Source: an optimization exercise on an open RTL-to-GDS flow (aim: small area and a short achievable clock period). Production flows keep margins and buffers that such runs may drop. Only simulation tests tie the RTL to the original design; equivalence was not proved. Power and IR drop assume default switching activity.

==> flow/design.v (excerpt) <==
module ram_2port_bist #(
    parameter int DATA_W = 8,
    parameter int ADDR_W = 8,
    parameter int RD_LAT = 1
) (
    input  logic              clk,
    input  logic              rst_n,
    input  logic              start,
    input  logic [1:0]        mode,
    input  logic              err_inj,
    output logic              busy,
    output logic              done,
    output logic              pass,
    output logic [ADDR_W:0]   err_cnt,
    output logic [ADDR_W-1:0] first_err_addr,
    input  logic              wr_en,
    input  logic [ADDR_W-1:0] wr_addr,
    input  logic [DATA_W-1:0] wr_data,
    input  logic [ADDR_W-1:0] rd_addr,
    output logic [DATA_W-1:0] rd_data
);
clock: 6.5 ns
lec_check: 0
cap_margin: 20
core_margin: 2
core_utilization: 40
cts_buf_list: sky130_fd_sc_hd__clkbuf_8
cts_cluster_diameter: 50
cts_cluster_size: 12
setup_slack_margin: 3.6
slew_margin: 20
synth_hierarchical: 1
synth_minimum_keep_size: 0
standard.sh (not shown) runs the stock make flow with config.mk's settings and CLKGATE_MAP_FILE= SYNTH_SCRIPT=/design/flow/synth_recipe.tcl, a recipe that flattens the netlist after the stock synthesis.
==> flow/flow/run.sh <==
#!/bin/bash
# The standard layout, except that the port buffers are made from a plain
# buffer cell (buf_4) rather than the cell buffer_ports picks on its own,
# and clock tree synthesis adds no dummy loads. make's full output goes to
# flow.log here; each ORFS step also keeps its own log under orfs/logs/.
set -euo pipefail
export BUFFER_PORTS_ARGS="-buffer_cell sky130_fd_sc_hd__buf_4"
export CTS_ARGS="-sink_clustering_enable -repair_clock_nets -sink_clustering_size 12 -sink_clustering_max_diameter 50 -buf_list sky130_fd_sc_hd__clkbuf_8 -dont_use_dummy_load"
bash standard.sh finish > flow.log 2>&1
The first run finished clean.
Next try:
--- a/flow/design.v
+++ b/flow/design.v
@@ -144,20 +144,20 @@
     for (genvar k = 0; k < 4; k++) begin : g_wpre
         ram_2port_bist_nor2  u_0 (.a(wr_addr[2*k+1]), .b(wr_addr[2*k]), .y(wp[k][0]));
         ram_2port_bist_andn  u_1 (.a(wr_addr[2*k+1]), .b(wr_addr[2*k]), .y(wp[k][1]));
         ram_2port_bist_andn  u_2 (.a(wr_addr[2*k]), .b(wr_addr[2*k+1]), .y(wp[k][2]));
         ram_2port_bist_and2  u_3 (.a(wr_addr[2*k+1]), .b(wr_addr[2*k]), .y(wp[k][3]));
     end
     for (genvar i = 0; i < 16; i++) begin : g_wdec
         logic hi_p_n, lo_p_n;
-        ram_2port_bist_nand2 u_hp (.a(wp[3][i/4]), .b(wp[2][i%4]), .y(hi_p_n));
-        ram_2port_bist_nand2 u_lp (.a(wp[1][i/4]), .b(wp[0][i%4]), .y(lo_p_n));
-        ram_2port_bist_mux2  u_h  (.s(wr_en), .a(hi_p_n), .b(bhi_n[i]),  .y(whi_n[i]));
-        ram_2port_bist_mux2  u_l  (.s(wr_en), .a(lo_p_n), .b(bwlo_n[i]), .y(wlo_n[i]));
+        ram_2port_bist_nand3 u_hp (.a(wr_en), .b(wp[3][i/4]), .c(wp[2][i%4]), .y(hi_p_n));
+        ram_2port_bist_nand3 u_lp (.a(wr_en), .b(wp[1][i/4]), .c(wp[0][i%4]), .y(lo_p_n));
+        ram_2port_bist_o21a  u_h  (.a1(wr_en), .a2(bhi_n[i]),  .b1(hi_p_n), .y(whi_n[i]));
+        ram_2port_bist_o21a  u_l  (.a1(wr_en), .a2(bwlo_n[i]), .b1(lo_p_n), .y(wlo_n[i]));
     end
     for (genvar w = 0; w < DEPTH; w++) begin : g_we
         ram_2port_bist_nor2 u_we (.a(whi_n[w/16]), .b(wlo_n[w%16]), .y(we[w]));
     end
     always_ff @(posedge clk) begin
         for (int i = 0; i < DEPTH; i++) begin
             if (we[i]) begin
                 mem[i] <= mem_wdata;
@@ -291,21 +291,21 @@
     assign y = !(a && b && c);
 endmodule
 module ram_2port_bist_and2 (
     input  logic a, b,
     output logic y
 );
     assign y = a && b;
 endmodule
-module ram_2port_bist_mux2 (
-    input  logic s, a, b,
+module ram_2port_bist_o21a (
+    input  logic a1, a2, b1,
     output logic y
 );
-    assign y = s ? a : b;
+    assign y = (a1 || a2) && b1;
 endmodule
 module ram_2port_bist_mux2i (
     input  logic s, a, b,
     output logic y
 );
     assign y = !(s ? a : b);
 endmodule
 module ram_2port_bist_andn (
After rerunning: The new run finished clean. Utilization stays flat. Via count went up by 0.95%. Setup slack improved by 0.038 ns. Clock-buffer cell count went down by 3. Cell area went down by 0.77%. Die area is about the same. Fmax went up by 1.2%. Combinational power went up by 3.5%. Power went up by 0.67%. Wire length is about the same. Cell count went down by 0.51%. Hold slack improved by 0.020 ns.


Another version of the RTL of ram_2port_bist (not shown whole).
Size in the first run: ~5000 cells after synthesis, ~2200 flip-flops, about 79000 sq um of cells after synthesis.
Design ram_2port_bist, start of the top module:
module ram_2port_bist #(
    parameter int DATA_W = 8,
    parameter int ADDR_W = 8,
    parameter int RD_LAT = 1
) (
    input  logic              clk,
    input  logic              rst_n,
    input  logic              start,
    input  logic [1:0]        mode,
    input  logic              err_inj,
    output logic              busy,
    output logic              done,
    output logic              pass,
    output logic [ADDR_W:0]   err_cnt,
    output logic [ADDR_W-1:0] first_err_addr,
    input  logic              wr_en,
    input  logic [ADDR_W-1:0] wr_addr,
    input  logic [DATA_W-1:0] wr_data,
    input  logic [ADDR_W-1:0] rd_addr,
    output logic [DATA_W-1:0] rd_data
);
    localparam int DEPTH = 2 ** ADDR_W;
    typedef enum logic [2:0] {
        S_IDLE,
        S_WRITE,
        S_READ,
        S_FLUSH,
        S_DONE
    } state_t;
    state_t              state;
    state_t              state_nxt;
    logic                busy_q;
    logic                busy_nxt;
    logic [7:0]          addr;
    logic [1:0]          mode_q;
    logic                inj_q;
    logic                accept;
    logic                wren;
    logic                rden;
    logic                addr_last;
    logic                flush_end;
    logic [7:0]          wdata;
    logic [7:0]          exp_now;
    logic [7:0]          mem [DEPTH];
    logic [7:0]          q;
  ...
clock: 6.5 ns
lec_check: 0
cap_margin: 20
core_margin: 2
core_utilization: 40
cts_buf_list: sky130_fd_sc_hd__clkbuf_8
cts_cluster_diameter: 50
cts_cluster_size: 12
setup_slack_margin: 3.6
slew_margin: 20
synth_hierarchical: 1
synth_minimum_keep_size: 0
==> flow/flow/run.sh <==
#!/bin/bash
# The standard layout, except that the port buffers are made from a plain
# buffer cell (buf_4) rather than the cell buffer_ports picks on its own.
# make's full output goes to flow.log here; each ORFS step also keeps its
# own log under orfs/logs/.
set -euo pipefail
export BUFFER_PORTS_ARGS="-buffer_cell sky130_fd_sc_hd__buf_4"
bash standard.sh finish > flow.log 2>&1
The baseline passed the timing, DRC and antenna checks.
==> next run, changes <==
--- a/flow/design.v
+++ b/flow/design.v
@@ -89,56 +89,59 @@
     end
     assign busy_nxt = (state_nxt == S_WRITE) || (state_nxt == S_READ) || (state_nxt == S_FLUSH);
     assign busy     = busy_q;
     logic [7:0] addr_nxt;
     always_comb begin
         addr_nxt = addr;
         if (accept) begin
             addr_nxt = '0;
         end else if (wren || rden) begin
             addr_nxt = addr + 1'b1;
         end
     end
-    logic        idle_q;
-    logic [15:0] bhi_n, blo_n;
-    logic [15:0] bwlo_n;    
-    logic        wren_nxt;
-    assign wren_nxt = (state_nxt == S_WRITE);
+    logic idle_q;
     always_ff @(posedge clk or negedge rst_n) begin
         if (!rst_n) begin
             state  <= S_IDLE;
             busy_q <= 1'b0;
             idle_q <= 1'b1;
             addr   <= '0;
             mode_q <= '0;
             inj_q  <= 1'b0;
-            bhi_n  <= '1;
-            blo_n  <= '1;
-            bwlo_n <= '1;
         end else begin
             state  <= state_nxt;
             busy_q <= busy_nxt;
             idle_q <= !busy_nxt;
             addr   <= addr_nxt;
             if (accept) begin
                 mode_q <= mode;
                 inj_q  <= err_inj;
             end
-            for (int i = 0; i < 16; i++) begin
-                bhi_n[i] <= !(busy_nxt && (addr_nxt[7:4] == 4'(i)));
-                blo_n[i] <= !(busy_nxt && (addr_nxt[3:0] == 4'(i)));
-                bwlo_n[i] <= !(wren_nxt && (addr_nxt[3:0] == 4'(i)));
-            end
         end
     end
+    logic [15:0] bhi_n, blo_n, bwlo_n;
+    logic [3:0]  bp [4];    
+    logic        busy_i;
+    assign busy_i = !idle_q;
+    for (genvar k = 0; k < 4; k++) begin : g_bpre
+        ram_2port_bist_nor2  u_0 (.a(addr[2*k+1]), .b(addr[2*k]), .y(bp[k][0]));
+        ram_2port_bist_andn  u_1 (.a(addr[2*k+1]), .b(addr[2*k]), .y(bp[k][1]));
+        ram_2port_bist_andn  u_2 (.a(addr[2*k]), .b(addr[2*k+1]), .y(bp[k][2]));
+        ram_2port_bist_and2  u_3 (.a(addr[2*k+1]), .b(addr[2*k]), .y(bp[k][3]));
+    end
+    for (genvar i = 0; i < 16; i++) begin : g_bdec
+        ram_2port_bist_nand3 u_h  (.a(busy_i), .b(bp[3][i/4]), .c(bp[2][i%4]), .y(bhi_n[i]));
+        ram_2port_bist_nand3 u_l  (.a(busy_i), .b(bp[1][i/4]), .c(bp[0][i%4]), .y(blo_n[i]));
+        ram_2port_bist_nand3 u_wl (.a(wren),   .b(bp[1][i/4]), .c(bp[0][i%4]), .y(bwlo_n[i]));
+    end
     assign exp_now = pattern(mode_q, addr);
     assign wdata   = exp_now ^ {7'b0, inj_q && (addr == 8'h00)};
     logic       mem_we;
     logic [7:0] mem_waddr;
     logic [7:0] mem_wdata;
     assign mem_we    = wr_en || wren;
     assign mem_waddr = wr_en ? wr_addr : addr;
     assign mem_wdata = wr_en ? wr_data : wdata;
     logic [15:0]      whi_n, wlo_n;
     logic [DEPTH-1:0] we;
     logic [3:0]       wp [4];    
     for (genvar k = 0; k < 4; k++) begin : g_wpre
@@ -234,48 +237,44 @@
         end
     end
 endmodule
 module ram_2port_bist_sel256 (
     input  logic [255:0] sel_n,
     input  logic [255:0] d,
     output logic         y
 );
     logic [127:0] l1;     
     logic [63:0]  l2_n;   
     logic [15:0]  l3;     
     logic [7:0]   l4_n;   
-    logic [3:0]   l5;     
-    logic [1:0]   l6_n;   
+    logic [1:0]   l5;     
     for (genvar k = 0; k < 128; k++) begin : g_l1
         ram_2port_bist_o22ai u (
             .a1(sel_n[2*k]),   .a2(d[2*k]),
             .b1(sel_n[2*k+1]), .b2(d[2*k+1]),
             .y(l1[k]));
     end
     for (genvar k = 0; k < 64; k++) begin : g_l2
         ram_2port_bist_nor2 u (.a(l1[2*k]), .b(l1[2*k+1]), .y(l2_n[k]));
     end
     for (genvar k = 0; k < 16; k++) begin : g_l3
         ram_2port_bist_nand4 u (.a(l2_n[4*k]), .b(l2_n[4*k+1]), .c(l2_n[4*k+2]), .d(l2_n[4*k+3]), .y(l3[k]));
     end
     for (genvar k = 0; k < 8; k++) begin : g_l4
         ram_2port_bist_nor2 u (.a(l3[2*k]), .b(l3[2*k+1]), .y(l4_n[k]));
     end
-    for (genvar k = 0; k < 4; k++) begin : g_l5
-        ram_2port_bist_nand2 u (.a(l4_n[2*k]), .b(l4_n[2*k+1]), .y(l5[k]));
-    end
-    for (genvar k = 0; k < 2; k++) begin : g_l6
-        ram_2port_bist_nor2 u (.a(l5[2*k]), .b(l5[2*k+1]), .y(l6_n[k]));
+    for (genvar k = 0; k < 2; k++) begin : g_l5
+        ram_2port_bist_nand4 u (.a(l4_n[4*k]), .b(l4_n[4*k+1]), .c(l4_n[4*k+2]), .d(l4_n[4*k+3]), .y(l5[k]));
     end
-    assign y = l6_n[0] && l6_n[1];
+    ram_2port_bist_nor2 u_l6 (.a(l5[0]), .b(l5[1]), .y(y));
 endmodule
 module ram_2port_bist_o22ai (
     input  logic a1, a2, b1, b2,
     output logic y
 );
     assign y = !((a1 || a2) && (b1 || b2));
 endmodule
 module ram_2port_bist_nand2 (
     input  logic a, b,
     output logic y
 );
     assign y = !(a && b);
Result:
- flip-flop and latch count drops by 48
- routed wire length grows by about 0.9%
- register-to-register slack degrades by 0.64 ns
- via count came out lower by 0.83%
- power decreases by 9.4%
- worst setup slack gets worse by 0.57 ns
- clock skew drops by 0.0098 ns
- sequential power went down by about 4%
- synthesized cell count decreases by 2.8%
- utilization climbs by 0.12 points
- clock power went down by about 2%

what the ideal ports hide:
In the flow no input, the clock included, has a driving cell. The finished layouts below were timed again as built, in two steps. Step 1 sets driving cells, clkbuf_16 on the clock port and buf_2 on the other inputs (assumed; they add their load-dependent delay and slew). Step 2 times the ports against the registers' clock, not the clock port: input delays grow and output delays shrink by t, the midpoint of the rising clock arrivals with the driver on. a / b / c = no drivers / after step 1 / after step 2; a / b = the first two.
run	shift t [ns]	setup slack, ns	slew at the worst register clock pin (ns)
the first run of note 1	1.018	3.427 / 3.477 / 2.459	0.09 / 0.09
the second run of note 1	1.005	3.465 / 3.458 / 2.453	0.10 / 0.10
the first run of note 2	1.052	3.424 / 3.465 / 2.413	0.09 / 0.09
the second run of note 2	1.023	2.855 / 2.855 / 2.040	0.09 / 0.09
After both steps setup and hold are still met in every run listed. For the second run of note 1, which loses most, drivers alone change the setup slack by -0.007 ns; drivers and shift together by -1.012 ns.
